This design comes from an exercise in tuning for small area, a short achievable clock period and few clock cycles per item on the open sky130 flow, not from production work.

lane 1:
// ordered_unique_list_table
module ordered_unique_list_table #(
  parameter int CAPACITY = 16
) (
  input  logic        clk,
  input  logic        rst_n,
  input  logic        in_tvalid,
  output logic        in_tready,
  input  logic [39:0] in_tdata,    
  output logic        out_tvalid,
  input  logic        out_tready,
  output logic [15:0] out_tdata    
);
Size in the first run: about 1700 cells after synthesis, ~600 flip-flops, roughly 62 I/O pins, roughly 25000 um^2 of cells after synthesis.
==> module ordered_unique_list_table, before the edit <==
module ordered_unique_list_table #(
  parameter int CAPACITY = 16
) (
  input  logic        clk,
  input  logic        rst_n,
  input  logic        in_tvalid,
  output logic        in_tready,
  input  logic [39:0] in_tdata,    
  output logic        out_tvalid,
  input  logic        out_tready,
  output logic [15:0] out_tdata    
);
  localparam int CW   = $clog2(CAPACITY + 1);
  localparam int OUTQ = 3;
  localparam int OW   = $clog2(OUTQ + 1);
  localparam int RW   = 4 + oult_pkg::CountW;    
  logic [CAPACITY-1:0] valid_r;
  logic [CW-1:0]       count_r;
  logic                vld2_r;
  logic                ins2_r;      
  logic                rem2_r;      
  logic                bad2_r;      
  logic [CAPACITY-1:0] hit2_r;
  logic [CAPACITY-1:0] park2_r;     
  logic [OUTQ-1:0]     qv_r;
  logic [RW-1:0]       qd_r [OUTQ];
  logic [OW-1:0]       outst_r;     
  logic                rdy_r;
  logic                        in_acc;
  logic [1:0]                  in_cmd;
  logic [oult_pkg::PosW-1:0]   in_pos;
  logic [oult_pkg::ValueW-1:0] in_val;
  assign in_tready = rdy_r;
  assign in_acc    = in_tvalid && rdy_r;
  assign in_cmd    = in_tdata[1:0];
  assign in_pos    = in_tdata[6:2];
  assign in_val    = in_tdata[38:7];
  logic                present;
  logic                full;
  logic                do_ins;
  logic                do_rem;
  logic [CAPACITY-1:0] ins_k;
  logic [CAPACITY-1:0] rem_k;
  logic [CW-1:0]       count_nxt;
  logic [2:0]          status;
  assign present = |hit2_r;
  assign full    = count_r[CW-1];    
  assign do_ins  = vld2_r && ins2_r && !bad2_r && !full && !present;
  assign do_rem  = vld2_r && rem2_r && present;
  assign ins_k   = park2_r & {CAPACITY{do_ins}};
  assign rem_k   = hit2_r & {CAPACITY{vld2_r && rem2_r}};
  always_comb begin
    count_nxt = count_r;
    if (do_ins)      count_nxt = count_r + CW'(1);
    else if (do_rem) count_nxt = count_r - CW'(1);
  end
  always_comb begin
    if (ins2_r) begin
      if (bad2_r)       status = oult_pkg::STAT_RANGE;
      else if (present) status = oult_pkg::STAT_DUP;
      else if (full)    status = oult_pkg::STAT_FULL;
      else              status = oult_pkg::STAT_OK;
    end else begin
      status = present ? oult_pkg::STAT_OK : oult_pkg::STAT_NOTFOUND;
    end
  end
  logic [CAPACITY-1:0] valid_nxt;
  assign valid_nxt = (valid_r & ~rem_k) | ins_k;
  logic [CAPACITY-1:0] avail_all, avail_exc;
  logic [CAPACITY-1:0] first_all, first_exc;
  logic [CAPACITY-1:0] park_nxt;
  assign avail_all = ~valid_r | rem_k;
  assign avail_exc = avail_all & ~park2_r;
  always_comb begin
    logic seen_a, seen_e;
    seen_a = 1'b0;
    seen_e = 1'b0;
    for (int k = 0; k < CAPACITY; k++) begin
      first_all[k] = avail_all[k] && !seen_a;
      first_exc[k] = avail_exc[k] && !seen_e;
      seen_a       = seen_a || avail_all[k];
      seen_e       = seen_e || avail_exc[k];
    end
  end
  assign park_nxt = do_ins ? first_exc : first_all;
  logic [CAPACITY-1:0] eq_k;
  for (genvar k = 0; k < CAPACITY; k++) begin : g_slot
    oult_cell u_cell (
      .clk    (clk),
      .load   (park_nxt[k]),
      .wr_val (in_val),
      .key    (in_val),
      .eq     (eq_k[k])
    );
  end
  logic [CAPACITY-1:0] hit_nxt;
  logic                bad_nxt;
  assign hit_nxt = eq_k & valid_nxt;
  assign bad_nxt = {1'b0, in_pos} > {{(oult_pkg::PosW + 1 - CW){1'b0}}, count_nxt};
  logic          pop;
  logic          push;
  logic [RW-1:0] res;
  assign pop  = qv_r[0] && out_tready;
  assign push = vld2_r;
  assign res  = {count_nxt[oult_pkg::CountW-1:0], present, status};
  logic [OUTQ-1:0] qv_nxt;
  logic [RW-1:0]   qd_nxt [OUTQ];
  always_comb begin
    for (int i = 0; i < OUTQ; i++) begin
      logic above, below, tgt;
      above = (i + 1 < OUTQ) ? qv_r[(i + 1) % OUTQ] : 1'b0;
      below = (i == 0) ? 1'b1 : qv_r[(i + OUTQ - 1) % OUTQ];
      tgt = push && (pop ? (qv_r[i] && !above) : (!qv_r[i] && below));
      qv_nxt[i] = (pop ? above : qv_r[i]) || tgt;
      if (tgt)      qd_nxt[i] = res;
      else if (pop) qd_nxt[i] = (i + 1 < OUTQ) ? qd_r[(i + 1) % OUTQ] : qd_r[i];
      else          qd_nxt[i] = qd_r[i];
    end
  end
  logic [OW-1:0] outst_nxt;
  always_comb begin
    outst_nxt = outst_r;
    if (in_acc && !pop)      outst_nxt = outst_r + OW'(1);
    else if (!in_acc && pop) outst_nxt = outst_r - OW'(1);
  end
  always_ff @(posedge clk) begin
    if (!rst_n) begin
      valid_r <= '0;
      count_r <= '0;
      vld2_r  <= 1'b0;
      qv_r    <= '0;
      outst_r <= '0;
      rdy_r   <= 1'b1;
    end else begin
      valid_r <= valid_nxt;
      count_r <= count_nxt;
      vld2_r  <= in_acc;
      qv_r    <= qv_nxt;
      outst_r <= outst_nxt;
      rdy_r   <= outst_nxt < OW'(OUTQ);
    end
  end
  always_ff @(posedge clk) begin
    ins2_r  <= in_cmd == oult_pkg::CMD_INSERT;
    rem2_r  <= in_cmd == oult_pkg::CMD_REMOVE;
    bad2_r  <= bad_nxt;
    hit2_r  <= hit_nxt;
    park2_r <= park_nxt;
    for (int i = 0; i < OUTQ; i++) qd_r[i] <= qd_nxt[i];
  end
  assign out_tvalid = qv_r[0];
  assign out_tdata  = {7'd0, qd_r[0]};
endmodule
export LEC_CHECK = 0
export ABC_CLOCK_PERIOD_IN_PS = 2500
export CAP_MARGIN = 20
export CORE_MARGIN = 2
export CORE_UTILIZATION = 40
export SETUP_SLACK_MARGIN = 2.0
export SLEW_MARGIN = 20
create_clock -name core_clock -period 4.5 [get_ports {clk}]
run.sh (not shown) runs the stock make flow with config.mk's settings and CLKGATE_MAP_FILE= SYNTH_SCRIPT=/design/flow/synth_recipe.tcl, a recipe that flattens the netlist after the stock synthesis.
The inputs of lane 2 differ from those of lane 1 as listed below.
--- a/flow/design.v
+++ b/flow/design.v
@@ -53,8 +53,10 @@
   logic                vld2_r;
   logic                ins2_r;      
   logic                rem2_r;      
   logic                bad2_r;      
+  logic                ok2_r;       
+  logic                pres2_r;     
   logic [CAPACITY-1:0] hit2_r;
   logic [CAPACITY-1:0] park2_r;     
   logic [OUTQ-1:0]     qv_r;
   logic [RW-1:0]       qd_r [OUTQ];
@@ -76,11 +78,11 @@
   logic [CAPACITY-1:0] ins_k;
   logic [CAPACITY-1:0] rem_k;
   logic [CW-1:0]       count_nxt;
   logic [2:0]          status;
-  assign present = |hit2_r;
+  assign present = pres2_r;
   assign full    = count_r[CW-1];    
-  assign do_ins  = vld2_r && ins2_r && !bad2_r && !full && !present;
+  assign do_ins  = vld2_r && ok2_r && !present;
   assign do_rem  = vld2_r && rem2_r && present;
   assign ins_k   = park2_r & {CAPACITY{do_ins}};
   assign rem_k   = hit2_r & {CAPACITY{vld2_r && rem2_r}};
   always_comb begin
@@ -128,10 +130,12 @@
     );
   end
   logic [CAPACITY-1:0] hit_nxt;
   logic                bad_nxt;
+  logic                full_nxt;
   assign hit_nxt = eq_k & valid_nxt;
-  assign bad_nxt = {1'b0, in_pos} > {{(oult_pkg::PosW + 1 - CW){1'b0}}, count_nxt};
+  assign bad_nxt  = {1'b0, in_pos} > {{(oult_pkg::PosW + 1 - CW){1'b0}}, count_nxt};
+  assign full_nxt = count_nxt[CW-1];
   logic          pop;
   logic          push;
   logic [RW-1:0] res;
   assign pop  = qv_r[0] && out_tready;
@@ -177,8 +181,10 @@
   always_ff @(posedge clk) begin
     ins2_r  <= in_cmd == oult_pkg::CMD_INSERT;
     rem2_r  <= in_cmd == oult_pkg::CMD_REMOVE;
     bad2_r  <= bad_nxt;
+    ok2_r   <= in_cmd == oult_pkg::CMD_INSERT && !bad_nxt && !full_nxt;
+    pres2_r <= |hit_nxt;
     hit2_r  <= hit_nxt;
     park2_r <= park_nxt;
     for (int i = 0; i < OUTQ; i++) qd_r[i] <= qd_nxt[i];
   end
Findings:
Between lane 2 and lane 1, the number of antenna repair diodes is higher for lane 1.
Across both runs, height of the chip was higher for lane 2 than for lane 1.
On maximum number of pins on one net before global-route repair: between lane 2 and lane 1, it ends up higher for lane 1.
Fraction of area in multi-input gates is lower on lane 1
Lane 2 gives less buffer and inverter count on the worst path than lane 1 did.
In lane 2 relative to lane 1, average vias per placed instance had gone down slightly.
Total wire length after detailed routing shrinks by a few percent when moving from lane 1 to lane 2.
No functional check of the RTL was part of any run of this note.

## what the ideal ports hide
In the flow no input, the clock included, has a driving cell. The finished layouts below were timed again as built, in two steps.
Step 1 assumes that a clkbuf_16 drives the clock port and a buf_2 every other input.
Step 2 also shifts input and output timing later by t, the mid clock arrival at the registers, as if the neighbouring blocks saw the same clock.
Three values: ideal ports, drivers, drivers and shift; two values: the first two.
| run | shift t [ns] | setup slack, ns | hold WS [ns] |
|---|---|---|---|
| lane 1 | 0.653 | 1.601 / 1.601 / 1.538 | 0.520 / 0.520 / 0.520 |
| lane 2 | 0.655 | 1.976 / 1.976 / 1.462 | 0.491 / 0.455 / 0.523 |
After both steps every run listed still meets setup and hold. For lane 2, which loses most, drivers alone change the setup slack by 0.000 ns; drivers and shift together by -0.514 ns.
